Context: an optimization exercise on an open-source flow, tuned for small area, a short achievable clock period and few clock cycles per item. The choices shown serve that exercise and are no tape-out recipe. In this exercise RTL edits were held to simulation tests only and were not proved equivalent to the original.

==> flow/design.v (outline; a module is shown in full before it is edited, if it fits) <==
// module mandel_engine: 235 lines
// module mandel_s1: 1438 lines
// module mandel_s2: 530 lines
module mandel_engine #(
  parameter int W       = 16,
  parameter int FRAC    = 12,
  parameter int ITER_W  = 16,
  parameter int COORD_W = 9
) (
  input  logic               clk,
  input  logic               rst,
  input  logic               cfg_start,
  input  logic [COORD_W-1:0] cfg_pix_w,
  input  logic [COORD_W-1:0] cfg_pix_h,
  input  logic [W-1:0]       cfg_cxs,
  input  logic [W-1:0]       cfg_cys,
  input  logic [W-1:0]       cfg_dcx,
  input  logic [W-1:0]       cfg_dcy,
  input  logic [ITER_W-1:0]  cfg_max_iter,
  input  logic               abort,
  output logic               busy,
  output logic               done,
  output logic               out_valid,
  input  logic               out_ready,
  output logic [COORD_W-1:0] out_x,
  output logic [COORD_W-1:0] out_y,
  output logic [ITER_W-1:0]  out_iter,
  output logic               out_inside
);
  // ...
==> flow/flow/run.sh <==
#!/bin/bash
set -euo pipefail
sed '1s/^proc synth {args} { yosys synth -nofsm -noshare {\*}\$args }$/proc synth {args} { yosys synth -nofsm -noshare -noabc {*}$args }/' synth_recipe.tcl > synth_noabc.tcl
grep -q -- '-noabc' synth_noabc.tcl
bash standard.sh SYNTH_SCRIPT="$PWD/synth_noabc.tcl" SETUP_SLACK_MARGIN=8.5 finish > flow_make.log 2>&1
==> flow/standard.sh <==
#!/bin/bash
# synth_recipe.tcl (not shown) runs the flow's synth.tcl, then flattens the netlist and writes it again
# the make line also repeats each setting of config.mk as NAME=value (left out here)
make -C /OpenROAD-flow-scripts/flow DESIGN_CONFIG=/design/flow/config.mk WORK_HOME=/design/flow/orfs CLKGATE_MAP_FILE= SYNTH_SCRIPT=/design/flow/synth_recipe.tcl "${@:-finish}"
==> flow/config.mk <==
export PLATFORM = sky130hd
export DESIGN_NAME = mandel_engine
export DESIGN_NICKNAME = mandel_engine
export VERILOG_FILES = /design/flow/design.v
export SDC_FILE = /design/flow/constraint.sdc
export NUM_CORES = 4
export LEC_CHECK = 0
export ABC_CLOCK_PERIOD_IN_PS = 5000
export CAP_MARGIN = 20
export CORE_MARGIN = 2
export CORE_UTILIZATION = 40
export SETUP_SLACK_MARGIN = 5
export SLEW_MARGIN = 20
export TNS_END_PERCENT = 0
==> flow/constraint.sdc <==
create_clock -name core_clock -period 12.0 [get_ports {clk}]
set_input_delay 2.4000 -clock core_clock [delete_from_list [all_inputs] [get_ports {clk}]]
set_output_delay 2.4000 -clock core_clock [all_outputs]
set_load 0.01 [all_outputs]
==> results.yml, run 1 <==
detailed_routing:
  met2_length_um: 38000
  dr.pass1.iters: 8
  routed_via_density: 5.22
  wl_per_cell_um: 18.2
  dr.max_layer_used: "met4"
  routed-via-count: 23900
timing:
  timing.fmax_mhz: 271
  period_minus_slack_ns: 3.70
  worst_slack_ns: 8.30
cts:
  cts-resized-gates: 212
finish:
  final_design_area_no_fill_sq_mm: 0.0398
  nonClkBufAreaFrac_pct: 5.78
  area_used_by_multi_input_combinational_logic_sq_mm: 0.0202
  most_frequent_cells_in_the_layout: "sky130_fd_sc_hd__nor2_1 (407), sky130_fd_sc_hd__dfxtp_1 (332), sky130_fd_sc_hd__fa_1 (331)"
  num-fill-cells: 7718
synthesis:
  yosysSeqAreaShare_pct: 37.4
  synthesized_area_fraction_occupied_by_xor_and_xnor_cells_pct: 5.00
  synth_top_family_by_area: "adder cells"
  post_synth_and_or_nand_nor_area_fraction_pct: 11.7
  synth_area_leaders: "sky130_fd_sc_hd__dfxtp_1 (22%), sky130_fd_sc_hd__fa_1 (20%), sky130_fd_sc_hd__edfxtp_1 (15%)"
  yosys_register_bits: 551
  asyncSetResetFlopFracSynth_pct: 0
  synth.area.mux_share_pct: 2.44
global_route:
  pin_count_of_the_biggest_net_entering_global_routing: 76
  grt_usage_pct: 19.0
  grt_first_pass_wirelength_um: 131000
  first_global_vias: 23200
run_status:
  outcome: "finished clean"
setup_path:
  critical_setup_path_class: "flip-flop to output port"
  cp_data_required_time_ns: 9.60
  critPathCaptureType: "output port"
place:
  hpwl_um: 60600
  quantity_of_i_o_buffers_inserted_on_ports: 140
hold_path:
  hold_path.startpoint: "sx2[11]"
  hold_path_end: "sx1[11]"
Testbench counts, summed over its fixed seeds: cycles 48,565, pixels 3,072.
==> run 2: changes to the inputs <==
--- a/flow/config.mk
+++ b/flow/config.mk
@@ -11,4 +11,3 @@
 export CORE_UTILIZATION = 40
 export SETUP_SLACK_MARGIN = 5
 export SLEW_MARGIN = 20
-export TNS_END_PERCENT = 0
==> results.yml, run 2 <==
finish:
  num-nets-final: 4141
  final_design_area_no_fill_sq_mm: 0.0416
  area_growth_pct: 22.2
  ff_latch_area_sq_mm: 0.0129
  n_antenna_cell: 0
  area_used_by_multi_input_combinational_logic_sq_mm: 0.0208
  layout.cells.non_filler: 4667
  largest_register_ff_count: 154
  most_frequent_cells_in_the_layout: "sky130_fd_sc_hd__nor2_1 (405), sky130_fd_sc_hd__fa_1 (326), sky130_fd_sc_hd__dfxtp_1 (317)"
  num-fill-cells: 7504
  max_flop_register: "p2"
  layout_cell_share_with_drive_strength_beyond_1_pct: 18.5
  most_common_cell_after_layout_fill_and_taps_aside: "sky130_fd_sc_hd__nor2_1"
detailed_routing:
  drcViolationCount: 0
  routed-via-count: 24400
  wl_per_cell_um: 18.4
  drtAntennaViolNets: 0
  postRouteWirelength_um: 85900
  routed_via_density: 5.23
  dr.pass1.iters: 5
  drt_first_iter_violations: 2026
setup_path:
  critPathCaptureType: "flip-flop"
  cp-endpoint: "er1"
  critical_setup_path_class: "flip-flop to flip-flop"
  timing.critical_path.arrival_ns: 4.22
  reg2regPathDepth: 13
  cp_data_required_time_ns: 12.58
  setup.worst_path.start: "p2[15]"
  crit_fanout: 2
  reg2reg_slack_ns: 8.36
  critPathLaunchType: "flip-flop"
  r2r_end: "er1"
  worst_r2r_startpoint: "p2[15]"
global_route:
  first_global_vias: 23900
  top_usage_layer: "met2"
  grt_util_met1_pct: 27.8
  initial_antenna_violation_count: 0
  pin_count_of_the_biggest_net_entering_global_routing: 74
  use_met2_pct: 30.7
  grt_first_pass_wirelength_um: 133000
  grt_util_met3_pct: 2.63
  grt_usage_pct: 19.4
  grt.overflow.total: 0
floorplanning:
  chipHeight_um: 296
  initial_utilization_pct: 40.5
  floorplan.core_area_sq_mm: 0.0840
  die_outline_area_sq_mm: 0.0874
  io_pins: 141
  row_count: 106
  die-width_um: 296
synthesis:
  asyncSetResetFlopFracSynth_pct: 0
  synth_area_leaders: "sky130_fd_sc_hd__dfxtp_1 (22%), sky130_fd_sc_hd__fa_1 (20%), sky130_fd_sc_hd__edfxtp_1 (15%)"
  postSynthCellCount: 3248
  yosysSeqAreaShare_pct: 37.4
  synth.net_count: 3904
  synthFlopType: "sky130_fd_sc_hd__dfxtp_1"
  post_syn_area_per_cell_sq_um: 10.5
  synthDistinctLibCells: 74
  synth_largest_type_area_fraction_pct: 22.5
  synth.most_common_cell: "sky130_fd_sc_hd__nor2_1"
  synth_warnings: 1
  synth_top_cell_by_area: "sky130_fd_sc_hd__dfxtp_1"
  synth.cell_area_sq_mm: 0.0340
  synthTopCellsByCount: "sky130_fd_sc_hd__nor2_1 (411), sky130_fd_sc_hd__dfxtp_1 (382), sky130_fd_sc_hd__fa_1 (333)"
  synth_edf_count: 169
  yosys_register_bits: 551
cts:
  insertion_delay_to_the_later_sink_of_the_worst_skew_pair_ns: 0.64
  cts-buffers-inserted: 58
  cts_sinks: 551
  cts_root_buf: "sky130_fd_sc_hd__clkbuf_16"
  cts_hold_buffers: 0
  tritoncts: "yes"
  clkTransAtPathRegs_ns: 0.06
  max-clock-path-buffers: 3
  htree_levels: 2
hold_path:
  timing.hold.worst.class: "flip-flop to flip-flop"
  whs_path_depth: 0
place:
  quantity_of_i_o_buffers_inserted_on_ports: 140
  routabilityCongestion: 0.859
  hpwl_um: 60500
  place_inst: 4398
  dpl-instance-area_sq_mm: 0.0366
timing:
  report.final.hold_viol_count: 0
  fin_crit_sh_pct: 30.3
  timing.max_slew.rel_slack_pct: 40.1
  timing.fmax_mhz: 275
  setup_total_negative_slack_ns: 0
  period_minus_slack_ns: 3.64
  maxSlewViolCount: 0
  unrepaired_setup_endpoints_after_global_routing: "true"
  timing.clock.skew_ns: 0.0437
  worstMarginPinSlew_ns: 0.898
  finalSetupViolCount: 0
run_status:
  outcome: "finished clean"
run:
  cap_viol_max_count: 0
run 2: cell type report:
cell class                      count  area share, %
Timing Repair Buffer              336           7.93
Clock inverter                     25          0.732
Sequential cell                   551           31.0
Tap cell                         1134           3.41
Clock buffer                       83           4.03
Inverter                          299           2.84
Multi-Input combinational cell   2239           50.1
run 2: worst min-delay path by stage:
stage          startpoint  slack [ns]  endpoint
3_5_place_dp        hold1        0.31     hold2
5_1_grt            sy2[9]        0.33    sy1[9]
3_3_place_gp       sy2[8]        0.31    sy1[8]
4_1_cts            sy2[5]        0.33    sy1[5]
6_report           sy2[2]        0.33    sy1[2]
2_1_floorplan     cx1[14]        0.31   cx2[14]
run 2: critical path, stage by stage (launching register included):
cell and delay (ns):
sky130_fd_sc_hd__dfxtp_4 0.35, sky130_fd_sc_hd__fa_1 0.52, sky130_fd_sc_hd__inv_1 0.05, sky130_fd_sc_hd__fa_1 0.50
sky130_fd_sc_hd__inv_1 0.05, sky130_fd_sc_hd__fa_1 0.47, sky130_fd_sc_hd__inv_1 0.04, sky130_fd_sc_hd__ha_1 0.28
sky130_fd_sc_hd__a21o_1 0.18, sky130_fd_sc_hd__a21o_1 0.16, sky130_fd_sc_hd__a211oi_2 0.35, sky130_fd_sc_hd__o21ai_1 0.11
sky130_fd_sc_hd__or4_1 0.47, sky130_fd_sc_hd__nand3_1 0.07
run 2: cells by family after synthesis:
| kind of cell | after synthesis | share of synthesized area [%] |
|---|---|---|
| AND/OR/NAND/NOR | 881 | 11.7 |
| adder cells (fa/ha/maj) | 553 | 27.7 |
| flip-flops | 551 | 37.4 |
| AO/OA/AOI/OAI | 531 | 10.7 |
| buffers and inverters | 462 | 5.14 |
| XOR/XNOR | 194 | 5.00 |
| multiplexers | 76 | 2.44 |
run 2: layer usage:
metal	vias up	part of all wire, %
li1	11500	-
met1	12000	46
met2	738	46
met3	172	5.9
met4	0	2.9
met5	-	0
run 2: metrics by stage:
stage,hold slack (ns),setup WS (ns),util [%]
5_1_grt,0.330,8.26,49.5
4_1_cts,0.326,8.31,47.7
3_5_place_dp,0.312,7.45,43.6
3_3_place_gp,0.310,7.40,43.6
2_1_floorplan,0.310,8.36,-
6_report,0.326,8.36,49.5
run 2: what timing repair did:
action / 4_1_cts / 5_1_grt
buffers inserted: 64 / 82
hold endpoints to repair: 0 / 0
endpoints found under the setup margin: 219 / 151
gates cloned: 5 / 10
pin swaps: 64 / 86
gates resized for setup: 394 / 137
==> run 3: changes to the inputs <==
==> flow/flow/run.sh (replaced) <==
#!/bin/bash
set -euo pipefail
sed '1s/^proc synth {args} { yosys synth -nofsm -noshare {\*}\$args }$/proc synth {args} { yosys synth -nofsm -noshare -noabc {*}$args }/' synth_recipe.tcl > synth_noabc.tcl
grep -q -- '-noabc' synth_noabc.tcl
bash standard.sh SYNTH_SCRIPT="$PWD/synth_noabc.tcl" SETUP_SLACK_MARGIN=8.0 finish > flow_make.log 2>&1
--- a/flow/config.mk
+++ b/flow/config.mk
@@ -11,3 +11,4 @@
 export CORE_UTILIZATION = 40
 export SETUP_SLACK_MARGIN = 5
 export SLEW_MARGIN = 20
+export TNS_END_PERCENT = 10
==> results.yml, run 3 <==
synthesis:
  synth_edf_count: 169
  synthFlopType: "sky130_fd_sc_hd__dfxtp_1"
  synth_area_leaders: "sky130_fd_sc_hd__dfxtp_1 (22%), sky130_fd_sc_hd__fa_1 (20%), sky130_fd_sc_hd__edfxtp_1 (15%)"
  synth_top_family_by_area: "adder cells"
  yosysSeqAreaShare_pct: 37.4
  synthesized_area_fraction_occupied_by_xor_and_xnor_cells_pct: 5.00
  yosys_register_bits: 551
  post_synth_and_or_nand_nor_area_fraction_pct: 11.7
  post_syn_area_per_cell_sq_um: 10.5
  synth_compound_gate_area_share_pct: 10.7
  synth.area.mux_share_pct: 2.44
  postSynthCellCount: 3248
  synthDistinctLibCells: 74
  synth_warnings: 1
  asyncSetResetFlopFracSynth_pct: 0
  synth_largest_type_area_fraction_pct: 22.5
  synth.net_count: 3904
  synth.most_common_cell: "sky130_fd_sc_hd__nor2_1"
  synth_top_cell_by_area: "sky130_fd_sc_hd__dfxtp_1"
  synthTopCellsByCount: "sky130_fd_sc_hd__nor2_1 (411), sky130_fd_sc_hd__dfxtp_1 (382), sky130_fd_sc_hd__fa_1 (333)"
  synth.cell_area_sq_mm: 0.0340
  synth_fa_ha_area_share_pct: 27.7
global_route:
  pin_count_of_the_biggest_net_entering_global_routing: 77
  first_global_vias: 23400
  grt.overflow.total: 0
  grt_first_pass_wirelength_um: 131000
  grt_usage_pct: 19.1
  initial_antenna_violation_count: 1
detailed_routing:
  wl_per_cell_um: 18.2
  postRouteWirelength_um: 82200
  drtAntennaViolNets: 0
  routed_via_density: 5.19
  dr.pass1.iters: 6
  routed-via-count: 23400
  drt_first_iter_violations: 1696
  drcViolationCount: 0
setup_path:
  reg2regPathDepth: 8
  cpLargestDelayFamily: "buffers and inverters"
  critPathLaunchType: "flip-flop"
  cp.depth: 1
  critical_path.slowest_cell: "sky130_fd_sc_hd__clkdlybuf4s50_1"
  critical_path.max_stage_delay_ns: 0.62
  timing.critical_path.cells: "clkdlybuf4s50_1"
  cp_data_required_time_ns: 9.60
  critical_setup_path_class: "flip-flop to output port"
  crit_fanout: 7
  critPathCaptureType: "output port"
  critical_path_buf_inv_count: 1
  timing.critical_path.arrival_ns: 1.74
hold_path:
  timing.hold.worst.class: "flip-flop to flip-flop"
  whs_path_depth: 0
finish:
  layout_cell_share_with_drive_strength_beyond_1_pct: 7.57
  layout.cells.non_filler: 4516
  num-nets-final: 3986
  area_growth_pct: 14.0
  largest_register_ff_count: 154
  most_common_cell_after_layout_fill_and_taps_aside: "sky130_fd_sc_hd__nor2_1"
  most_frequent_cells_in_the_layout: "sky130_fd_sc_hd__nor2_1 (410), sky130_fd_sc_hd__dfxtp_1 (368), sky130_fd_sc_hd__fa_1 (333)"
  max_flop_register: "p2"
timing:
  fin_crit_sh_pct: 34.5
  period_minus_slack_ns: 4.14
  timing.fmax_mhz: 242
  timing.clock.skew_ns: 0.0267
  timing.max_slew.rel_slack_pct: 27.6
  setup_total_negative_slack_ns: 0
  unrepaired_setup_endpoints_after_global_routing: "true"
  report.final.hold_viol_count: 0
  worstMarginPinSlew_ns: 1.08
  maxSlewViolCount: 0
  finalSetupViolCount: 0
place:
  quantity_of_i_o_buffers_inserted_on_ports: 140
  place_inst: 4393
  routabilityCongestion: 0.867
  hpwl_um: 61100
floorplanning:
  initial_utilization_pct: 40.5
  row_count: 106
  floorplan.core_area_sq_mm: 0.0840
  chipHeight_um: 296
  io_pins: 141
  die-width_um: 296
  die_outline_area_sq_mm: 0.0874
run:
  cap_viol_max_count: 0
cts:
  max-clock-path-buffers: 3
  clkTransAtPathRegs_ns: 0.07
  cts-buffers-inserted: 58
  insertion_delay_to_the_later_sink_of_the_worst_skew_pair_ns: 0.63
  htree_levels: 2
  cts_sinks: 551
  cts_root_buf: "sky130_fd_sc_hd__clkbuf_16"
  tritoncts: "yes"
run_status:
  outcome: "finished clean"
==> run 3: worst paths after layout <==
kind                  from        to  slack [ns]
setup / recovery  out_x[0]  out_x[0]        7.86
hold / removal      sy2[6]    sy1[6]        0.32
setup reg to reg    x1[11]    p2[40]        7.96
hold reg to reg     sy2[6]    sy1[6]        0.32
==> run 3: cell families after synthesis <==
logic type | after synthesis
muxes | 76
adders and majority gates | 553
xor gates and xnor gates | 194
buffers and inverters | 462
AOI/OAI and AO/OA | 531
DFF | 551
and+or+nand+nor | 881
==> run 3: metal layers <==
layer,track usage (%),routed length (um)
met3,3.20,4770
met5,0,0
met2,30.6,38300
met1,27.0,37600
met4,4.46,1500
==> run 3: per-stage QoR <==
stage	instance area (sq um)	setup WS (ns)	utilization, %	hold slack (ns)
after floorplan	34000	8.01	-	0.310
after global placement	36500	7.35	43.4	0.310
after detailed placement	36500	7.37	43.4	0.312
after CTS	38600	7.79	45.9	0.314
after global routing	38800	7.80	46.2	0.317
final	38800	7.86	46.2	0.317
==> run 3: final cells by class <==
| class | instances | area [sq um] |
|---|---|---|
| multi-input combinational | 2235 | 19600 |
| clock buffer | 82 | 1680 |
| fill | 7821 | 45200 |
| timing repair buffer | 185 | 1780 |
| clock inverter | 28 | 349 |
| inverter | 299 | 1140 |
| sequential | 551 | 12800 |
| antenna | 2 | 5.00 |
| tap | 1134 | 1420 |
==> run 3: repair_timing <==
| item | in CTS | in global routing |
|---|---|---|
| resized for setup | 13 | 34 |
| hold buffers | 0 | 0 |
| endpoints found under the setup margin | 80 | 73 |
| pin swaps | 0 | 3 |
| buffers inserted | 1 | 10 |
==> run 4: changes to the inputs <==
==> flow/flow/run.sh (replaced) <==
#!/bin/bash
set -euo pipefail
sed '1s/^proc synth {args} { yosys synth -nofsm -noshare {\*}\$args }$/proc synth {args} { yosys synth -nofsm -noshare -noabc {*}$args }/' synth_recipe.tcl > synth_noabc.tcl
grep -q -- '-noabc' synth_noabc.tcl
bash standard.sh SYNTH_SCRIPT="$PWD/synth_noabc.tcl" SETUP_SLACK_MARGIN=8.8 finish > flow_make.log 2>&1
--- a/flow/config.mk
+++ b/flow/config.mk
@@ -11,4 +11,4 @@
 export CORE_UTILIZATION = 40
 export SETUP_SLACK_MARGIN = 5
 export SLEW_MARGIN = 20
-export TNS_END_PERCENT = 10
+export TNS_END_PERCENT = 0
==> results.yml, run 4 <==
setup_path:
  timing.critical_path.cells: "inv_2, fa_1, fa_1, ha_1, and4_4, o311a_1, a211oi_4, buf_12, a311oi_2, or2_4, a211o_1, a2111o_1, o311ai_1"
  cp_data_required_time_ns: 12.56
  r2r_end: "x1[14]"
  worst_r2r_startpoint: "p2[57]"
  critPathCaptureType: "flip-flop"
  critPathLaunchType: "flip-flop"
  timing.critical_path.arrival_ns: 4.30
  crit_fanout: 5
  reg2regPathDepth: 13
  critical_path.max_stage_delay_ns: 0.56
  reg2reg_slack_ns: 8.26
  critPathMostFrequentCell: "sky130_fd_sc_hd__fa_1"
  critical_setup_path_class: "flip-flop to flip-flop"
  critical_path.slowest_cell: "sky130_fd_sc_hd__fa_1"
synthesis:
  synth.net_count: 3904
  synth_top_cell_by_area: "sky130_fd_sc_hd__dfxtp_1"
  synthDistinctLibCells: 74
  synthFlopType: "sky130_fd_sc_hd__dfxtp_1"
  asyncSetResetFlopFracSynth_pct: 0
  synth.cell_area_sq_mm: 0.0340
  synth_area_leaders: "sky130_fd_sc_hd__dfxtp_1 (22%), sky130_fd_sc_hd__fa_1 (20%), sky130_fd_sc_hd__edfxtp_1 (15%)"
  postSynthCellCount: 3248
  synth_largest_type_area_fraction_pct: 22.5
  yosys_register_bits: 551
  synth_warnings: 1
  synth.most_common_cell: "sky130_fd_sc_hd__nor2_1"
  synth_edf_count: 169
  synthTopCellsByCount: "sky130_fd_sc_hd__nor2_1 (411), sky130_fd_sc_hd__dfxtp_1 (382), sky130_fd_sc_hd__fa_1 (333)"
  yosysSeqAreaShare_pct: 37.4
  post_syn_area_per_cell_sq_um: 10.5
global_route:
  pin_count_of_the_biggest_net_entering_global_routing: 65
  first_global_vias: 23500
  initial_antenna_violation_count: 0
  grt_usage_pct: 19.2
  grt.overflow.total: 0
  grt_first_pass_wirelength_um: 133000
hold_path:
  hold_path.startpoint: "cx1[15]"
  timing.hold.worst.class: "flip-flop to flip-flop"
  whs_path_depth: 0
  hold_path_end: "p2[27]"
detailed_routing:
  wl_per_cell_um: 18.2
  routed_via_density: 5.19
  postRouteWirelength_um: 83000
  routed-via-count: 23700
  drcViolationCount: 0
  drtAntennaViolNets: 0
  drt_first_iter_violations: 1679
  dr.pass1.iters: 5
finish:
  largest_register_ff_count: 154
  most_common_cell_after_layout_fill_and_taps_aside: "sky130_fd_sc_hd__nor2_1"
  ff_latch_area_sq_mm: 0.0128
  layout_cell_share_with_drive_strength_beyond_1_pct: 12.2
  area_growth_pct: 16.3
  area_used_by_multi_input_combinational_logic_sq_mm: 0.0200
  max_flop_register: "p2"
  n_antenna_cell: 0
  num-fill-cells: 7732
  num-nets-final: 4029
  most_frequent_cells_in_the_layout: "sky130_fd_sc_hd__nor2_1 (408), sky130_fd_sc_hd__dfxtp_1 (344), sky130_fd_sc_hd__fa_1 (330)"
floorplanning:
  floorplan.core_area_sq_mm: 0.0840
  die_outline_area_sq_mm: 0.0874
  io_pins: 141
  die-width_um: 296
  chipHeight_um: 296
  initial_utilization_pct: 40.5
  row_count: 106
cts:
  cts_hold_buffers: 0
  clkTransAtPathRegs_ns: 0.06
  insertion_delay_to_the_later_sink_of_the_worst_skew_pair_ns: 0.65
  cts_sinks: 551
  max-clock-path-buffers: 3
  tritoncts: "yes"
  cts-buffers-inserted: 60
  cts_root_buf: "sky130_fd_sc_hd__clkbuf_16"
  htree_levels: 2
timing:
  timing.fmax_mhz: 268
  fin_crit_sh_pct: 31.1
  report.final.hold_viol_count: 0
  worstMarginPinSlew_ns: 1.08
  maxSlewViolCount: 0
  timing.max_slew.rel_slack_pct: 27.9
  finalSetupViolCount: 0
  unrepaired_setup_endpoints_after_global_routing: "true"
  period_minus_slack_ns: 3.74
  setup_total_negative_slack_ns: 0
  timing.clock.skew_ns: 0.0324
run:
  cap_viol_max_count: 0
run_status:
  outcome: "finished clean"
place:
  hpwl_um: 61000
  quantity_of_i_o_buffers_inserted_on_ports: 140
  routabilityCongestion: 0.882
-- run 4: cell types whose count changed in the layout (fill, tap and decap cells not counted), moves of 20 or more --
cell                              previous run  this run
sky130_fd_sc_hd__buf_2                       0        23
sky130_fd_sc_hd__buf_4                      41        72
sky130_fd_sc_hd__clkdlybuf4s50_1           140       102
sky130_fd_sc_hd__dfxtp_1                   368       344
sky130_fd_sc_hd__dfxtp_2                     8        28
sky130_fd_sc_hd__ha_1                      220       197
-- run 4: logic make-up (layout without fill, tap and decap cells) --
kind of cell / count (synthesis) / count (layout) / synth area share, %
flops: 551 / 551 / 37.4
simple gates: 881 / 881 / 11.7
xor+xnor: 194 / 194 / 5.00
compound gates: 531 / 531 / 10.7
mux: 76 / 76 / 2.44
fa+ha+maj: 553 / 553 / 27.7
buf+inv: 462 / 639 / 5.14
-- run 4: per-layer routing --
layer	share of wire, %	global-route usage, %	vias up
met5	0	0	-
met4	2.3	4.73	0
met3	5.2	2.53	119
met2	46	30.3	628
met1	47	27.9	11600
li1	-	-	11300
-- run 4: layout make-up --
cell class	count	area share, %
multi-input cells	2235	50.5
flip-flops and latches	551	32.3
repair buffers	226	5.15
clock buffers	82	4.39
well taps	1134	3.59
inverters	299	2.94
clock inverters	32	1.09
-- run 4: worst max-delay path by stage --
stage	startpoint	endpoint	slack, ns
2_1_floorplan	y1[13]	p2[146]	8.49
3_3_place_gp	y1[6]	p2[146]	7.81
3_5_place_dp	x1[12]	p2[41]	7.76
4_1_cts	out_y[7]	out_y[7]	8.30
5_1_grt	p2[65]	er1	8.13
6_report	p2[57]	x1[14]	8.26
-- run 4: timing repair --
item                                    in CTS  in global routing
pin swaps                                   21                  9
endpoints found under the hold margin        0                  0
buffers inserted                            43                  5
resized for setup                          242                 15
endpoints found under the setup margin     265                285
-- run 4: worst max-delay path, delay by kind of cell, from the launching register on --
family	cells	cell delay, ns
AOI/OAI and AO/OA	6	1.27
adders and majority gates	3	1.29
and+or+nand+nor	2	0.54
buffers and inverters	2	0.21
DFF	1	0.34
-- run 4: per-stage QoR --
| stage | instances | utilization [%] | area, sq um | hold WS (ns) | setup slack [ns] |
|---|---|---|---|---|---|
| floorplan | 3248 | - | 34200 | 0.310 | 8.49 |
| global placement | 4397 | 43.6 | 36600 | 0.310 | 7.81 |
| detailed placement | 4397 | 43.6 | 36600 | 0.313 | 7.76 |
| CTS | 4554 | 47.0 | 39500 | 0.315 | 8.30 |
| global route | 4559 | 47.1 | 39600 | 0.324 | 8.13 |
| finish | 4559 | 47.1 | 39600 | 0.314 | 8.26 |
==> run 5: changes to the inputs <==
==> flow/flow/run.sh (replaced) <==
#!/bin/bash
set -euo pipefail
sed '1s/^proc synth {args} { yosys synth -nofsm -noshare {\*}\$args }$/proc synth {args} { yosys synth -nofsm -noshare -noabc {*}$args }/' synth_recipe.tcl > synth_noabc.tcl
grep -q -- '-noabc' synth_noabc.tcl
bash standard.sh SYNTH_SCRIPT="$PWD/synth_noabc.tcl" SETUP_SLACK_MARGIN=9.2 finish > flow_make.log 2>&1
==> results.yml, run 5 <==
synthesis:
  synth.most_common_cell: "sky130_fd_sc_hd__nor2_1"
  synth.cell_area_sq_mm: 0.0340
  synthDistinctLibCells: 74
  postSynthCellCount: 3248
  synth_fa_ha_area_share_pct: 27.7
  post_syn_area_per_cell_sq_um: 10.5
  synth.net_count: 3904
  synth_top_cell_by_area: "sky130_fd_sc_hd__dfxtp_1"
  synth_edf_count: 169
  yosys_register_bits: 551
  synthesized_area_fraction_occupied_by_xor_and_xnor_cells_pct: 5.00
  synthTopCellsByCount: "sky130_fd_sc_hd__nor2_1 (411), sky130_fd_sc_hd__dfxtp_1 (382), sky130_fd_sc_hd__fa_1 (333)"
  synth.area.mux_share_pct: 2.44
  synth_warnings: 1
  synth_area_leaders: "sky130_fd_sc_hd__dfxtp_1 (22%), sky130_fd_sc_hd__fa_1 (20%), sky130_fd_sc_hd__edfxtp_1 (15%)"
  asyncSetResetFlopFracSynth_pct: 0
  synth_top_family_by_area: "adder cells"
  synth_largest_type_area_fraction_pct: 22.5
  synthFlopType: "sky130_fd_sc_hd__dfxtp_1"
  post_synth_and_or_nand_nor_area_fraction_pct: 11.7
  synth_compound_gate_area_share_pct: 10.7
  yosysSeqAreaShare_pct: 37.4
global_route:
  grt_usage_pct: 19.2
  pin_count_of_the_biggest_net_entering_global_routing: 65
  initial_antenna_violation_count: 0
  grt_first_pass_wirelength_um: 133000
  first_global_vias: 23500
  grt.overflow.total: 0
timing:
  timing.fmax_mhz: 268
  finalSetupViolCount: 0
  timing.max_slew.rel_slack_pct: 27.9
  fin_crit_sh_pct: 31.1
  worstMarginPinSlew_ns: 1.08
  maxSlewViolCount: 0
  whs_ns: 0.314
  timing.clock.skew_ns: 0.0324
  unrepaired_setup_endpoints_after_global_routing: "true"
  report.final.hold_viol_count: 0
  period_minus_slack_ns: 3.74
  setup_total_negative_slack_ns: 0
finish:
  most_common_cell_after_layout_fill_and_taps_aside: "sky130_fd_sc_hd__nor2_1"
  num-nets-final: 4029
  area_growth_pct: 16.3
  layout_cell_share_with_drive_strength_beyond_1_pct: 12.2
  n_antenna_cell: 0
  area_used_by_multi_input_combinational_logic_sq_mm: 0.0200
  num-fill-cells: 7732
  most_frequent_cells_in_the_layout: "sky130_fd_sc_hd__nor2_1 (408), sky130_fd_sc_hd__dfxtp_1 (344), sky130_fd_sc_hd__fa_1 (330)"
  max_flop_register: "p2"
  largest_register_ff_count: 154
  ff_latch_area_sq_mm: 0.0128
  layout.cells.non_filler: 4559
cts:
  htree_levels: 2
  max-clock-path-buffers: 3
  cts_root_buf: "sky130_fd_sc_hd__clkbuf_16"
  cts_hold_buffers: 0
  tritoncts: "yes"
  clkTransAtPathRegs_ns: 0.06
  cts_sinks: 551
  insertion_delay_to_the_later_sink_of_the_worst_skew_pair_ns: 0.65
  cts-buffers-inserted: 60
detailed_routing:
  postRouteWirelength_um: 83000
  dr.pass1.iters: 5
  wl_per_cell_um: 18.2
  routed_via_density: 5.19
  routed-via-count: 23700
  drcViolationCount: 0
  drt_first_iter_violations: 1679
  drtAntennaViolNets: 0
place:
  quantity_of_i_o_buffers_inserted_on_ports: 140
  routabilityCongestion: 0.882
  hpwl_um: 61000
  place_inst: 4397
setup_path:
  critical_path.max_stage_delay_ns: 0.56
  cp_data_required_time_ns: 12.56
  critical_path.slowest_cell: "sky130_fd_sc_hd__fa_1"
  crit_fanout: 5
  timing.critical_path.arrival_ns: 4.30
  critPathLaunchType: "flip-flop"
  critPathCaptureType: "flip-flop"
  critical_setup_path_class: "flip-flop to flip-flop"
  critPathMostFrequentCell: "sky130_fd_sc_hd__fa_1"
  timing.critical_path.cells: "inv_2, fa_1, fa_1, ha_1, and4_4, o311a_1, a211oi_4, buf_12, a311oi_2, or2_4, a211o_1, a2111o_1, o311ai_1"
floorplanning:
  initial_utilization_pct: 40.5
  floorplan.core_area_sq_mm: 0.0840
  die-width_um: 296
  io_pins: 141
  die_outline_area_sq_mm: 0.0874
  chipHeight_um: 296
  row_count: 106
hold_path:
  timing.hold.worst.class: "flip-flop to flip-flop"
run_status:
  outcome: "finished clean"
run:
  cap_viol_max_count: 0
run 5: cell counts after synthesis:
No cell type changed its count.
run 5: worst paths after layout:
path | start | end | cells past startpoint | slack [ns]
max | p2[57] | x1[14] | 13 | 8.26
min | cx1[15] | p2[27] | 0 | 0.31
max reg2reg | p2[57] | x1[14] | 13 | 8.26
min reg2reg | cx1[15] | p2[27] | 0 | 0.31
run 5: per-stage QoR:
stage	instance area (sq um)	util [%]	setup slack (ns)
3_3_place_gp	36600	43.6	7.81
5_1_grt	39600	47.1	8.13
4_1_cts	39500	47.0	8.30
2_1_floorplan	34200	-	8.49
3_5_place_dp	36600	43.6	7.76
6_report	39600	47.1	8.26
run 5: timing repair:
action / 4_1_cts / 5_1_grt
resized for setup: 242 / 15
setup buffers: 43 / 5
setup endpoints to repair: 371 / 390
pin swaps: 21 / 9
gates cloned: 0 / 0
run 5: cells by family after synthesis:
logic type	count (synthesis)
muxes	76
AOI/OAI and AO/OA	531
xor gates and xnor gates	194
DFF	551
and+or+nand+nor	881
buffers and inverters	462
adders and majority gates	553
run 5: per-layer routing:
| layer | up-vias | global-route usage [%] | share of wire, % |
|---|---|---|---|
| met5 | - | 0 | 0 |
| met4 | 0 | 4.73 | 2.3 |
| met3 | 119 | 2.53 | 5.2 |
| met2 | 628 | 30.3 | 46 |
| met1 | 11600 | 27.9 | 47 |
| li1 | 11300 | - | - |
run 5: area by class of cell:
type / count / share of cell area [%]
clock buffers: 82 / 4.39
clock inverters: 32 / 1.09
inverters: 299 / 2.94
multi-input cells: 2235 / 50.5
flip-flops and latches: 551 / 32.3
well taps: 1134 / 3.59
repair buffers: 226 / 5.15
run 5: critical path, delay by kind of cell (launching register included):
| kind | cells | cell delay, ns |
|---|---|---|
| buffers and inverters | 2 | 0.21 |
| and+or+nand+nor | 2 | 0.54 |
| AOI/OAI and AO/OA | 6 | 1.27 |
| adders and majority gates | 3 | 1.29 |
| DFF | 1 | 0.34 |
==> module mandel_engine, before the edit <==
module mandel_engine #(
  parameter int W       = 16,
  parameter int FRAC    = 12,
  parameter int ITER_W  = 16,
  parameter int COORD_W = 9
) (
  input  logic               clk,
  input  logic               rst,
  input  logic               cfg_start,
  input  logic [COORD_W-1:0] cfg_pix_w,
  input  logic [COORD_W-1:0] cfg_pix_h,
  input  logic [W-1:0]       cfg_cxs,
  input  logic [W-1:0]       cfg_cys,
  input  logic [W-1:0]       cfg_dcx,
  input  logic [W-1:0]       cfg_dcy,
  input  logic [ITER_W-1:0]  cfg_max_iter,
  input  logic               abort,
  output logic               busy,
  output logic               done,
  output logic               out_valid,
  input  logic               out_ready,
  output logic [COORD_W-1:0] out_x,
  output logic [COORD_W-1:0] out_y,
  output logic [ITER_W-1:0]  out_iter,
  output logic               out_inside
);
  localparam int PW = 156;
  logic [COORD_W-1:0]  pix_w, pix_h, ax, ay;
  logic signed [W-1:0] cxs, dcx, dcy, acx, acy;
  logic [ITER_W-1:0]   max_iter;
  logic                comp;
  logic [1:0]          aseq, oseq;
  logic                ofirst;
  logic                rb_v, rb_inside;
  logic [1:0]          rb_tag;
  logic [ITER_W-1:0]   rb_iter;
  logic signed [W-1:0] x1, y1, cx1, cy1;
  logic [13:0]         sx1, sy1;
  logic [ITER_W-1:0]   i1;
  logic                act1, hold1, fr1, er1, hin1, lr1;
  logic [1:0]          tg1;
  logic [PW-1:0]       p2;
  logic signed [W-1:0] cx2, cy2;
  logic [13:0]         sx2, sy2;
  logic [ITER_W-1:0]   i2;
  logic                act2, hold2, er2, hin2, lr2, lim2, cyc2, es2;
  logic [1:0]          tg2;
  logic [PW-1:0]       p1;
  logic                bigx, bigy, mi_zero, at_lim, cyc, es1;
  logic [4:0]          hx, hy, hthr;
  logic                sure, inc, now;
  logic                esc_mag, esc_now, fin, use_i, res_in, can_out, rb_go, to_out, to_rb;
  logic                delivered, take, row_end, last_pix, capture, done_cond;
  logic signed [W-1:0] xn, yn;
  logic [ITER_W-1:0]   res_iter;
  mandel_s1 u_s1 (.x(x1[13:0]), .y(y1[13:0]), .cx(cx1), .cy(cy1), .p(p1));
  mandel_s2 u_s2 (.p(p2), .cx(cx2), .esc_mag(esc_mag), .xn(xn), .yn(yn));
  always_comb begin
    mi_zero = (max_iter == '0);
    bigx = !((x1[15:13] == 3'b000) || (x1[15:13] == 3'b111 && x1[12:0] != '0));
    bigy = !((y1[15:13] == 3'b000) || (y1[15:13] == 3'b111 && y1[12:0] != '0));
    at_lim = (i1 + ITER_W'(1) == max_iter);
    cyc = !fr1 && ({x1[13:0], y1[13:0]} == {sx1, sy1});
    hx = x1[12:8] ^ {5{x1[13]}};
    hy = y1[12:8] ^ {5{y1[13]}};
    case (hx)
      5'd0: hthr = 5'd0;
      5'd1: hthr = 5'd0;
      5'd2: hthr = 5'd0;
      5'd3: hthr = 5'd0;
      5'd4: hthr = 5'd0;
      5'd5: hthr = 5'd0;
      5'd6: hthr = 5'd0;
      5'd7: hthr = 5'd0;
      5'd8: hthr = 5'd31;
      5'd9: hthr = 5'd31;
      5'd10: hthr = 5'd31;
      5'd11: hthr = 5'd31;
      5'd12: hthr = 5'd30;
      5'd13: hthr = 5'd30;
      5'd14: hthr = 5'd29;
      5'd15: hthr = 5'd29;
      5'd16: hthr = 5'd28;
      5'd17: hthr = 5'd28;
      5'd18: hthr = 5'd27;
      5'd19: hthr = 5'd26;
      5'd20: hthr = 5'd25;
      5'd21: hthr = 5'd25;
      5'd22: hthr = 5'd24;
      5'd23: hthr = 5'd23;
      5'd24: hthr = 5'd22;
      5'd25: hthr = 5'd20;
      5'd26: hthr = 5'd19;
      5'd27: hthr = 5'd18;
      5'd28: hthr = 5'd16;
      5'd29: hthr = 5'd14;
      5'd30: hthr = 5'd12;
      5'd31: hthr = 5'd8;
      default: hthr = 5'd0;
    endcase
    es1 = bigx || bigy || (hthr != 5'd0 && hy >= hthr);
    esc_now = (es2 || esc_mag) && !mi_zero;
    sure = es2 && !mi_zero;
    now = sure || cyc2 || mi_zero;
    fin = act2 && (hold2 || er2 || lr2 || now);
    inc = !hold2 && !er2 && !lr2 && sure;
    use_i = er2 || inc;
    res_in = hold2 ? hin2 : !(er2 || (!lr2 && sure));
    res_iter = use_i ? (inc ? i2 + ITER_W'(1) : i2) : max_iter;
    can_out = !out_valid;
    rb_go = rb_v && (rb_tag == oseq) && can_out;
    to_out = fin && (tg2 == oseq) && can_out;
    to_rb = fin && !to_out && (!rb_v || rb_go);
    delivered = to_out || to_rb;
    take = comp && (!act2 || delivered);
    row_end = (ax == pix_w - COORD_W'(1));
    last_pix = row_end && (ay == pix_h - COORD_W'(1));
    capture = rb_go || to_out;
    done_cond = !comp && !act1 && !act2 && !rb_v && (!out_valid || out_ready);
  end
  always_ff @(posedge clk) begin
    p2    <= p1;
    i2    <= i1;
    cx2   <= cx1;
    cy2   <= cy1;
    tg2   <= tg1;
    hold2 <= hold1;
    er2   <= er1;
    hin2  <= hin1;
    lim2  <= at_lim;
    cyc2  <= cyc;
    lr2   <= lr1;
    es2   <= es1;
    act2  <= busy && act1;
    if (i1[1:0] == 2'b00) begin
      sx2 <= x1[13:0];
      sy2 <= y1[13:0];
    end else begin
      sx2 <= sx1;
      sy2 <= sy1;
    end
    sx1 <= sx2;
    sy1 <= sy2;
    x1    <= take ? acx : xn;
    y1    <= take ? acy : yn;
    cx1   <= take ? acx : cx2;
    cy1   <= take ? acy : cy2;
    i1    <= take ? '0 : ((fin && !inc) ? i2 : i2 + ITER_W'(1));
    tg1   <= take ? aseq : tg2;
    act1  <= busy && (take || (act2 && !delivered));
    hold1 <= !take && fin;
    fr1   <= take;
    er1   <= !take && (fin ? use_i : esc_now);
    lr1   <= !take && !fin && lim2;
    hin1  <= res_in;
  end
  always_ff @(posedge clk) begin
    if (rst) begin
      busy      <= 1'b0;
      done      <= 1'b0;
      out_valid <= 1'b0;
    end else begin
      done <= 1'b0;
      if (busy && abort) begin
        busy      <= 1'b0;
        out_valid <= 1'b0;
      end else if (!busy) begin
        if (cfg_start && !done) busy <= 1'b1;
      end else begin
        if (capture) out_valid <= 1'b1;
        else if (out_ready) out_valid <= 1'b0;
        if (done_cond) begin
          busy <= 1'b0;
          done <= 1'b1;
        end
      end
    end
  end
  always_ff @(posedge clk) begin
    if (!busy) begin
      pix_w    <= cfg_pix_w;
      pix_h    <= cfg_pix_h;
      cxs      <= cfg_cxs;
      dcx      <= cfg_dcx;
      dcy      <= cfg_dcy;
      max_iter <= cfg_max_iter;
      ax       <= '0;
      ay       <= '0;
      acx      <= cfg_cxs;
      acy      <= cfg_cys;
      comp     <= (cfg_pix_w != '0) && (cfg_pix_h != '0);
      aseq     <= '0;
      oseq     <= '0;
      ofirst   <= 1'b1;
      rb_v     <= 1'b0;
    end else begin
      if (take) begin
        aseq <= aseq + 2'd1;
        if (last_pix) comp <= 1'b0;
        if (row_end) begin
          ax  <= '0;
          ay  <= ay + COORD_W'(1);
          acx <= cxs;
          acy <= acy + dcy;
        end else begin
          ax  <= ax + COORD_W'(1);
          acx <= acx + dcx;
        end
      end
      if (to_rb) begin
        rb_v      <= 1'b1;
        rb_tag    <= tg2;
        rb_iter   <= res_iter;
        rb_inside <= res_in;
      end else if (rb_go) begin
        rb_v <= 1'b0;
      end
      if (capture) begin
        oseq       <= oseq + 2'd1;
        out_iter   <= rb_go ? rb_iter : res_iter;
        out_inside <= rb_go ? rb_inside : res_in;
        ofirst     <= 1'b0;
        if (ofirst) begin
          out_x <= '0;
          out_y <= '0;
        end else if (out_x == pix_w - COORD_W'(1)) begin
          out_x <= '0;
          out_y <= out_y + COORD_W'(1);
        end else begin
          out_x <= out_x + COORD_W'(1);
        end
      end
    end
  end
endmodule
==> run 6: changes to the inputs <==
--- a/flow/design.v
+++ b/flow/design.v
@@ -25,7 +25,7 @@
   output logic               out_inside
 );
   localparam int PW = 156;
-  logic [COORD_W-1:0]  pix_w, pix_h, ax, ay;
+  logic [COORD_W-1:0]  wm1, hm1, ax, ay;    
   logic signed [W-1:0] cxs, dcx, dcy, acx, acy;
   logic [ITER_W-1:0]   max_iter;
   logic                comp;
@@ -48,6 +48,7 @@
   logic [PW-1:0]       p1;
   logic                bigx, bigy, mi_zero, at_lim, cyc, es1;
   logic [4:0]          hx, hy, hthr;
+  logic [ITER_W-1:0]   i1p;
   logic                sure, inc, now;
   logic                esc_mag, esc_now, fin, use_i, res_in, can_out, rb_go, to_out, to_rb;
   logic                delivered, take, row_end, last_pix, capture, done_cond;
@@ -59,7 +60,8 @@
     mi_zero = (max_iter == '0);
     bigx = !((x1[15:13] == 3'b000) || (x1[15:13] == 3'b111 && x1[12:0] != '0));
     bigy = !((y1[15:13] == 3'b000) || (y1[15:13] == 3'b111 && y1[12:0] != '0));
-    at_lim = (i1 + ITER_W'(1) == max_iter);
+    i1p = i1 + ITER_W'(1);
+    at_lim = (i1p == max_iter);
     cyc = !fr1 && ({x1[13:0], y1[13:0]} == {sx1, sy1});
     hx = x1[12:8] ^ {5{x1[13]}};
     hy = y1[12:8] ^ {5{y1[13]}};
@@ -106,21 +108,21 @@
     inc = !hold2 && !er2 && !lr2 && sure;
     use_i = er2 || inc;
     res_in = hold2 ? hin2 : !(er2 || (!lr2 && sure));
-    res_iter = use_i ? (inc ? i2 + ITER_W'(1) : i2) : max_iter;
+    res_iter = use_i ? i2 : max_iter;
     can_out = !out_valid;
     rb_go = rb_v && (rb_tag == oseq) && can_out;
     to_out = fin && (tg2 == oseq) && can_out;
     to_rb = fin && !to_out && (!rb_v || rb_go);
     delivered = to_out || to_rb;
     take = comp && (!act2 || delivered);
-    row_end = (ax == pix_w - COORD_W'(1));
-    last_pix = row_end && (ay == pix_h - COORD_W'(1));
+    row_end = (ax == wm1);
+    last_pix = row_end && (ay == hm1);
     capture = rb_go || to_out;
     done_cond = !comp && !act1 && !act2 && !rb_v && (!out_valid || out_ready);
   end
   always_ff @(posedge clk) begin
     p2    <= p1;
-    i2    <= i1;
+    i2    <= er1 ? i1 : i1p;
     cx2   <= cx1;
     cy2   <= cy1;
     tg2   <= tg1;
@@ -145,7 +147,7 @@
     y1    <= take ? acy : yn;
     cx1   <= take ? acx : cx2;
     cy1   <= take ? acy : cy2;
-    i1    <= take ? '0 : ((fin && !inc) ? i2 : i2 + ITER_W'(1));
+    i1    <= take ? '0 : i2;
     tg1   <= take ? aseq : tg2;
     act1  <= busy && (take || (act2 && !delivered));
     hold1 <= !take && fin;
@@ -178,8 +180,8 @@
   end
   always_ff @(posedge clk) begin
     if (!busy) begin
-      pix_w    <= cfg_pix_w;
-      pix_h    <= cfg_pix_h;
+      wm1      <= cfg_pix_w - COORD_W'(1);
+      hm1      <= cfg_pix_h - COORD_W'(1);
       cxs      <= cfg_cxs;
       dcx      <= cfg_dcx;
       dcy      <= cfg_dcy;
@@ -223,7 +225,7 @@
         if (ofirst) begin
           out_x <= '0;
           out_y <= '0;
-        end else if (out_x == pix_w - COORD_W'(1)) begin
+        end else if (out_x == wm1) begin
           out_x <= '0;
           out_y <= out_y + COORD_W'(1);
         end else begin
==> flow/flow/run.sh (replaced) <==
#!/bin/bash
set -euo pipefail
sed '1s/^proc synth {args} { yosys synth -nofsm -noshare {\*}\$args }$/proc synth {args} { yosys synth -nofsm -noshare -noabc {*}$args }/' synth_recipe.tcl > synth_noabc.tcl
grep -q -- '-noabc' synth_noabc.tcl
bash standard.sh SYNTH_SCRIPT="$PWD/synth_noabc.tcl" SETUP_SLACK_MARGIN=8.5 finish > flow_make.log 2>&1
--- a/flow/config.mk
+++ b/flow/config.mk
@@ -5,6 +5,7 @@
 export SDC_FILE = /design/flow/constraint.sdc
 export NUM_CORES = 4
 export LEC_CHECK = 0
+export ABC_AREA = 1
 export ABC_CLOCK_PERIOD_IN_PS = 5000
 export CAP_MARGIN = 20
 export CORE_MARGIN = 2
==> results.yml, run 6 <==
finish:
  max_flop_register: "p2"
  most_common_cell_after_layout_fill_and_taps_aside: "sky130_fd_sc_hd__nand2_1"
  finish.utilization_pct: 46.7
  layout_cell_share_with_drive_strength_beyond_1_pct: 9.03
  area_growth_pct: 15.5
  num-nets-final: 4471
  n_antenna_cell: 0
  most_frequent_cells_in_the_layout: "sky130_fd_sc_hd__nand2_1 (599), sky130_fd_sc_hd__inv_1 (455), sky130_fd_sc_hd__dfxtp_1 (358)"
  layout.cells.non_filler: 5010
  num-fill-cells: 8187
  largest_register_ff_count: 154
synthesis:
  synthFlopType: "sky130_fd_sc_hd__dfxtp_1"
  synth_warnings: 1
  synth.most_common_cell: "sky130_fd_sc_hd__nand2_1"
  postSynthCellCount: 3656
  synth_compound_gate_area_share_pct: 8.57
  synth_fa_ha_area_share_pct: 27.3
  synth_edf_count: 169
  synthTopCellsByCount: "sky130_fd_sc_hd__nand2_1 (613), sky130_fd_sc_hd__inv_1 (467), sky130_fd_sc_hd__dfxtp_1 (382)"
  post_synth_and_or_nand_nor_area_fraction_pct: 14.7
  synthesized_area_fraction_occupied_by_xor_and_xnor_cells_pct: 5.38
  yosysSeqAreaShare_pct: 37.0
  synth.net_count: 4311
  synth_top_family_by_area: "adder cells"
  synth_top_cell_by_area: "sky130_fd_sc_hd__dfxtp_1"
  yosys_register_bits: 551
  synth.cell_area_sq_mm: 0.0344
  synth.area.mux_share_pct: 0.0291
  asyncSetResetFlopFracSynth_pct: 0
  synthDistinctLibCells: 66
  synth_area_leaders: "sky130_fd_sc_hd__dfxtp_1 (22%), sky130_fd_sc_hd__fa_1 (19%), sky130_fd_sc_hd__edfxtp_1 (15%)"
  synth_largest_type_area_fraction_pct: 22.2
  post_syn_area_per_cell_sq_um: 9.41
setup_path:
  critical_path.slowest_cell: "sky130_fd_sc_hd__fa_1"
  critPathLaunchType: "flip-flop"
  r2r_end: "er1"
  worst_r2r_startpoint: "p2[22]"
  critPathMostFrequentCell: "sky130_fd_sc_hd__nand2_1"
  critPathCaptureType: "flip-flop"
  cpLargestDelayFamily: "adder cells"
  timing.critical_path.arrival_ns: 4.28
  cp_data_required_time_ns: 12.60
  timing.critical_path.cells: "fa_1, inv_1, fa_1, inv_1, fa_1, inv_1, ha_1, nand2_4, nor2_4, nand4_1, nor4_4, nand2_1, nand2_1, a21oi_1, nand2_1, nand2_1, nand2_1"
  critical_setup_path_class: "flip-flop to flip-flop"
  reg2reg_slack_ns: 8.32
  crit_fanout: 2
  critical_path_buf_inv_count: 3
  critical_path.max_stage_delay_ns: 0.55
  reg2regPathDepth: 17
timing:
  unrepaired_setup_endpoints_after_global_routing: "true"
  timing.clock.skew_ns: 0.0533
  fin_crit_sh_pct: 30.7
  setup_total_negative_slack_ns: 0
  timing.max_slew.rel_slack_pct: 30.9
  maxSlewViolCount: 0
  finalSetupViolCount: 0
  report.final.hold_viol_count: 0
  period_minus_slack_ns: 3.68
  whs_ns: 0.306
  timing.fmax_mhz: 272
  worstMarginPinSlew_ns: 1.04
hold_path:
  timing.hold.worst.class: "flip-flop to flip-flop"
  hold_path_end: "sy1[0]"
  whs_path_depth: 0
  hold_path.startpoint: "sy2[0]"
cts:
  tritoncts: "yes"
  clkTransAtPathRegs_ns: 0.06
  cts_root_buf: "sky130_fd_sc_hd__clkbuf_16"
  insertion_delay_to_the_later_sink_of_the_worst_skew_pair_ns: 0.66
  cts-buffers-inserted: 59
  cts_hold_buffers: 0
  htree_levels: 2
  max-clock-path-buffers: 3
  cts_sinks: 551
floorplanning:
  initial_utilization_pct: 40.4
  die-width_um: 297
  die_outline_area_sq_mm: 0.0884
  chipHeight_um: 297
  row_count: 107
  io_pins: 141
  floorplan.core_area_sq_mm: 0.0851
global_route:
  grt.overflow.total: 0
  grt_usage_pct: 19.9
  first_global_vias: 25500
  grt_util_met1_pct: 25.9
  grt_first_pass_wirelength_um: 140000
  initial_antenna_violation_count: 7
  top_usage_layer: "met2"
  use_met2_pct: 34.4
  pin_count_of_the_biggest_net_entering_global_routing: 73
  grt_util_met3_pct: 3.29
place:
  hpwl_um: 66900
  place_inst: 4837
  routabilityCongestion: 0.914
  quantity_of_i_o_buffers_inserted_on_ports: 140
run:
  cap_viol_max_count: 0
detailed_routing:
  dr.pass1.iters: 5
  drt_first_iter_violations: 1535
  drcViolationCount: 0
  wl_per_cell_um: 17.6
  routed_via_density: 5.01
  postRouteWirelength_um: 88100
  routed-via-count: 25100
  drtAntennaViolNets: 0
run_status:
  outcome: "finished clean"
run 6: through the flow:
| stage | cell area [sq um] | setup slack [ns] |
|---|---|---|
| 2_1_floorplan | 34400 | 7.66 |
| 3_3_place_gp | 36800 | 7.34 |
| 3_5_place_dp | 36800 | 7.24 |
| 4_1_cts | 39400 | 8.28 |
| 5_1_grt | 39700 | 8.15 |
| 6_report | 39700 | 8.32 |
run 6: kinds of logic (layout without fill, tap and decap cells):
logic type / Yosys count / count (layout)
simple gates: 1212 / 1212
compound gates: 518 / 518
buf+inv: 614 / 824
mux: 1 / 1
xor+xnor: 208 / 208
flops: 551 / 551
fa+ha+maj: 552 / 552
run 6: repair_timing:
item,CTS,global route
buffers inserted,38,23
gates cloned,1,0
hold endpoints to repair,0,0
setup endpoints to repair,155,130
gates resized for setup,198,56
pin swaps,0,20
run 6: routing by layer:
metal / up-vias / part of all wire [%]
met4: 14 / 2.6
met5: - / 0.11
li1: 12100 / -
met2: 641 / 48
met1: 12200 / 44
met3: 146 / 5.3
run 6: layout make-up:
| type | instances | area (sq um) | area share (%) |
|---|---|---|---|
| Clock buffer | 88 | 1800 | 4.54 |
| Inverter | 492 | 1890 | 4.76 |
| Sequential cell | 551 | 12800 | 32.1 |
| Multi-Input combinational cell | 2491 | 19500 | 49.1 |
| Clock inverter | 23 | 339 | 0.853 |
| Timing Repair Buffer | 221 | 1980 | 4.99 |
| Tap cell | 1144 | 1430 | 3.60 |
run 6: how the worst max path moves through the flow:
stage | to | cells past startpoint | slack, ns | from
3_5_place_dp | p2[141] | 9 | 7.24 | y1[9]
2_1_floorplan | p2[146] | 13 | 7.66 | y1[13]
3_3_place_gp | p2[143] | 12 | 7.34 | y1[9]
5_1_grt | er1 | 17 | 8.15 | p2[22]
4_1_cts | out_y[2] | 1 | 8.28 | out_y[2]
6_report | er1 | 17 | 8.32 | p2[22]
Testbench counts of run 6, summed over its fixed seeds: cycles 48,565, pixels 3,072.
==> run 7: changes to the inputs <==
--- a/flow/config.mk
+++ b/flow/config.mk
@@ -5,11 +5,11 @@
 export SDC_FILE = /design/flow/constraint.sdc
 export NUM_CORES = 4
 export LEC_CHECK = 0
-export ABC_AREA = 1
 export ABC_CLOCK_PERIOD_IN_PS = 5000
 export CAP_MARGIN = 20
 export CORE_MARGIN = 2
 export CORE_UTILIZATION = 40
+export PLACE_DENSITY = 0.7
 export SETUP_SLACK_MARGIN = 5
 export SLEW_MARGIN = 20
 export TNS_END_PERCENT = 0
==> results.yml, run 7 <==
detailed_routing:
  dr.pass1.iters: 6
  drcViolationCount: 0
  drtAntennaViolNets: 0
  routed-via-count: 23000
  postRouteWirelength_um: 78000
  routed_via_density: 5.24
  drt_first_iter_violations: 1603
  wl_per_cell_um: 17.7
finish:
  final_design_area_no_fill_sq_mm: 0.0389
  most_frequent_cells_in_the_layout: "sky130_fd_sc_hd__nor2_1 (387), sky130_fd_sc_hd__dfxtp_1 (346), sky130_fd_sc_hd__fa_1 (332)"
  n_antenna_cell: 0
  layout_cell_share_with_drive_strength_beyond_1_pct: 11.6
  largest_register_ff_count: 154
  finish.utilization_pct: 46.6
  area_growth_pct: 15.7
  num-fill-cells: 7503
  num-nets-final: 3923
  most_common_cell_after_layout_fill_and_taps_aside: "sky130_fd_sc_hd__nor2_1"
  max_flop_register: "p2"
synthesis:
  post_syn_area_per_cell_sq_um: 10.7
  synth_top_cell_by_area: "sky130_fd_sc_hd__dfxtp_1"
  yosys_register_bits: 551
  synth_edf_count: 169
  yosysSeqAreaShare_pct: 37.9
  asyncSetResetFlopFracSynth_pct: 0
  synth_area_leaders: "sky130_fd_sc_hd__dfxtp_1 (23%), sky130_fd_sc_hd__fa_1 (20%), sky130_fd_sc_hd__edfxtp_1 (15%)"
  synthDistinctLibCells: 78
  synthTopCellsByCount: "sky130_fd_sc_hd__nor2_1 (389), sky130_fd_sc_hd__dfxtp_1 (382), sky130_fd_sc_hd__fa_1 (333)"
  synth.cell_area_sq_mm: 0.0336
  synthFlopType: "sky130_fd_sc_hd__dfxtp_1"
  postSynthCellCount: 3145
  synth_warnings: 1
  synth.most_common_cell: "sky130_fd_sc_hd__nor2_1"
  synth.net_count: 3800
  synth_largest_type_area_fraction_pct: 22.8
cts:
  insertion_delay_to_the_later_sink_of_the_worst_skew_pair_ns: 0.64
  cts_hold_buffers: 0
  max-clock-path-buffers: 3
  cts-buffers-inserted: 56
  cts_sinks: 551
  tritoncts: "yes"
  cts_root_buf: "sky130_fd_sc_hd__clkbuf_16"
  htree_levels: 2
  clkTransAtPathRegs_ns: 0.06
timing:
  period_minus_slack_ns: 3.74
  worstMarginPinSlew_ns: 0.753
  timing.clock.skew_ns: 0.0513
  timing.fmax_mhz: 267
  fin_crit_sh_pct: 31.2
  maxSlewViolCount: 0
  report.final.hold_viol_count: 0
  finalSetupViolCount: 0
  unrepaired_setup_endpoints_after_global_routing: "true"
  setup_total_negative_slack_ns: 0
  timing.max_slew.rel_slack_pct: 48.5
floorplanning:
  floorplan.core_area_sq_mm: 0.0834
  initial_utilization_pct: 40.3
  chipHeight_um: 294
  io_pins: 141
  die-width_um: 294
  die_outline_area_sq_mm: 0.0863
  row_count: 106
place:
  quantity_of_i_o_buffers_inserted_on_ports: 140
  hpwl_um: 57300
  dpl-instance-area_sq_mm: 0.0361
  routabilityCongestion: 0.886
setup_path:
  crit_fanout: 23
  critical_path.slowest_cell: "sky130_fd_sc_hd__ha_2"
  critPathCaptureType: "flip-flop"
  timing.critical_path.cells: "buf_4, inv_2, ha_2, nor2_1, fa_1, fa_1, fa_1, fa_1"
  critical_path.max_stage_delay_ns: 0.54
  critPathLaunchType: "flip-flop"
  critical_setup_path_class: "flip-flop to flip-flop"
  timing.critical_path.arrival_ns: 4.21
  critPathMostFrequentCell: "sky130_fd_sc_hd__fa_1"
  cp_data_required_time_ns: 12.47
global_route:
  grt_first_pass_wirelength_um: 126000
  grt_usage_pct: 18.1
  grt_util_met3_pct: 2.45
  use_met2_pct: 30.0
  first_global_vias: 23400
  grt_util_met1_pct: 23.9
  initial_antenna_violation_count: 0
  top_usage_layer: "met2"
  grt.overflow.total: 0
  pin_count_of_the_biggest_net_entering_global_routing: 75
hold_path:
  timing.hold.worst.class: "flip-flop to flip-flop"
run_status:
  outcome: "finished clean"
run:
  cap_viol_max_count: 0
run 7: cell count changes after synthesis, sizes merged, moves of 61 or more:
cell,before,now
mux2,0,75
a21oi,157,73
nand2,625,208
o22ai,100,1
a211oi,2,71
o21ai,194,72
nand3,104,43
xor2,161,91
xnor2,45,127
inv,476,299
a221oi,2,64
run 7: worst max-delay path: cells and delay by family (launching register included):
| kind | cells | cell delay, ns |
|---|---|---|
| fa+ha+maj | 5 | 2.62 |
| buf+inv | 2 | 0.51 |
| flops | 1 | 0.30 |
| simple gates | 1 | 0.12 |
run 7: kinds of logic (layout without fill, tap and decap cells):
group           Yosys count  count (layout)  synth area share [%]
mux                      90              90                  2.96
buf+inv                 456             627                  5.13
simple gates            832             832                  10.9
compound gates          446             446                  9.44
xor+xnor                218             218                  5.68
flops                   551             551                  37.9
fa+ha+maj               552             552                  28.0
run 7: final timing paths:
check	startpoint	endpoint	slack (ns)	cells after the start
worst max-delay path	x1[5]	p2[38]	8.26	8
worst max register to register	x1[5]	p2[38]	8.26	8
worst min register to register	sx2[7]	sx1[7]	0.32	0
worst min-delay path	sx2[7]	sx1[7]	0.32	0
run 7: timing repair:
action / CTS / global route
pin swaps: 28 / 16
setup endpoints to repair: 194 / 154
resized for setup: 211 / 45
gates cloned: 1 / 0
buffers inserted: 36 / 7
run 7: through the flow:
stage          hold slack [ns]  setup slack [ns]  instances
2_1_floorplan            0.310              8.24       3145
6_report                 0.320              8.26       4396
4_1_cts                  0.320              8.27       4389
5_1_grt                  0.324              8.15       4396
3_3_place_gp             0.310              7.44       4246
3_5_place_dp             0.312              7.43       4246
run 7: final cells by class:
type | count | area [sq um] | area share [%]
Multi-Input combinational cell | 2138 | 19600 | 50.5
Sequential cell | 551 | 12800 | 32.9
Timing Repair Buffer | 221 | 2090 | 5.38
Clock buffer | 74 | 1560 | 4.01
Tap cell | 1080 | 1350 | 3.47
Inverter | 300 | 1150 | 2.97
Clock inverter | 32 | 304 | 0.782
run 7: per-layer routing:
layer / part of all wire [%] / up-vias
li1: - / 10800
met1: 42 / 11300
met2: 48 / 732
met3: 5.5 / 191
met4: 4.2 / 0
met5: 0 / -

## afterwards: timing with drivers on the ports
The flow's constraints put no driver on any port. The routed layouts listed below were extracted and timed again, unchanged, in two steps. Step 1 sets driving cells, clkbuf_16 on the clock port and buf_2 on the other inputs (assumed; they add their load-dependent delay and slew). Step 2 also shifts input and output timing later by t, the mid clock arrival at the registers, as if the neighbouring blocks saw the same clock. Three values: no drivers, after step 1, after step 2; two values: the first two.
run	t, ns	slack for setup (ns)	worst register clock-pin slew, ns
run 1	0.687	8.304 / 8.239 / 8.051	0.07 / 0.07
run 2	0.692	8.360 / 8.299 / 8.080	0.07 / 0.07
run 3	0.681	7.860 / 7.796 / 7.964	0.07 / 0.07
run 4	0.707	8.264 / 8.257 / 8.032	0.07 / 0.07
run 5	0.707	8.264 / 8.257 / 8.032	0.07 / 0.07
run 6	0.698	8.319 / 8.263 / 8.054	0.07 / 0.07
run 7	0.672	8.257 / 8.240 / 7.849	0.07 / 0.07
After both steps every run listed still meets setup and hold. The setup slack of run 7, which loses most, moves by -0.017 ns with the drivers and by -0.408 ns with both steps.
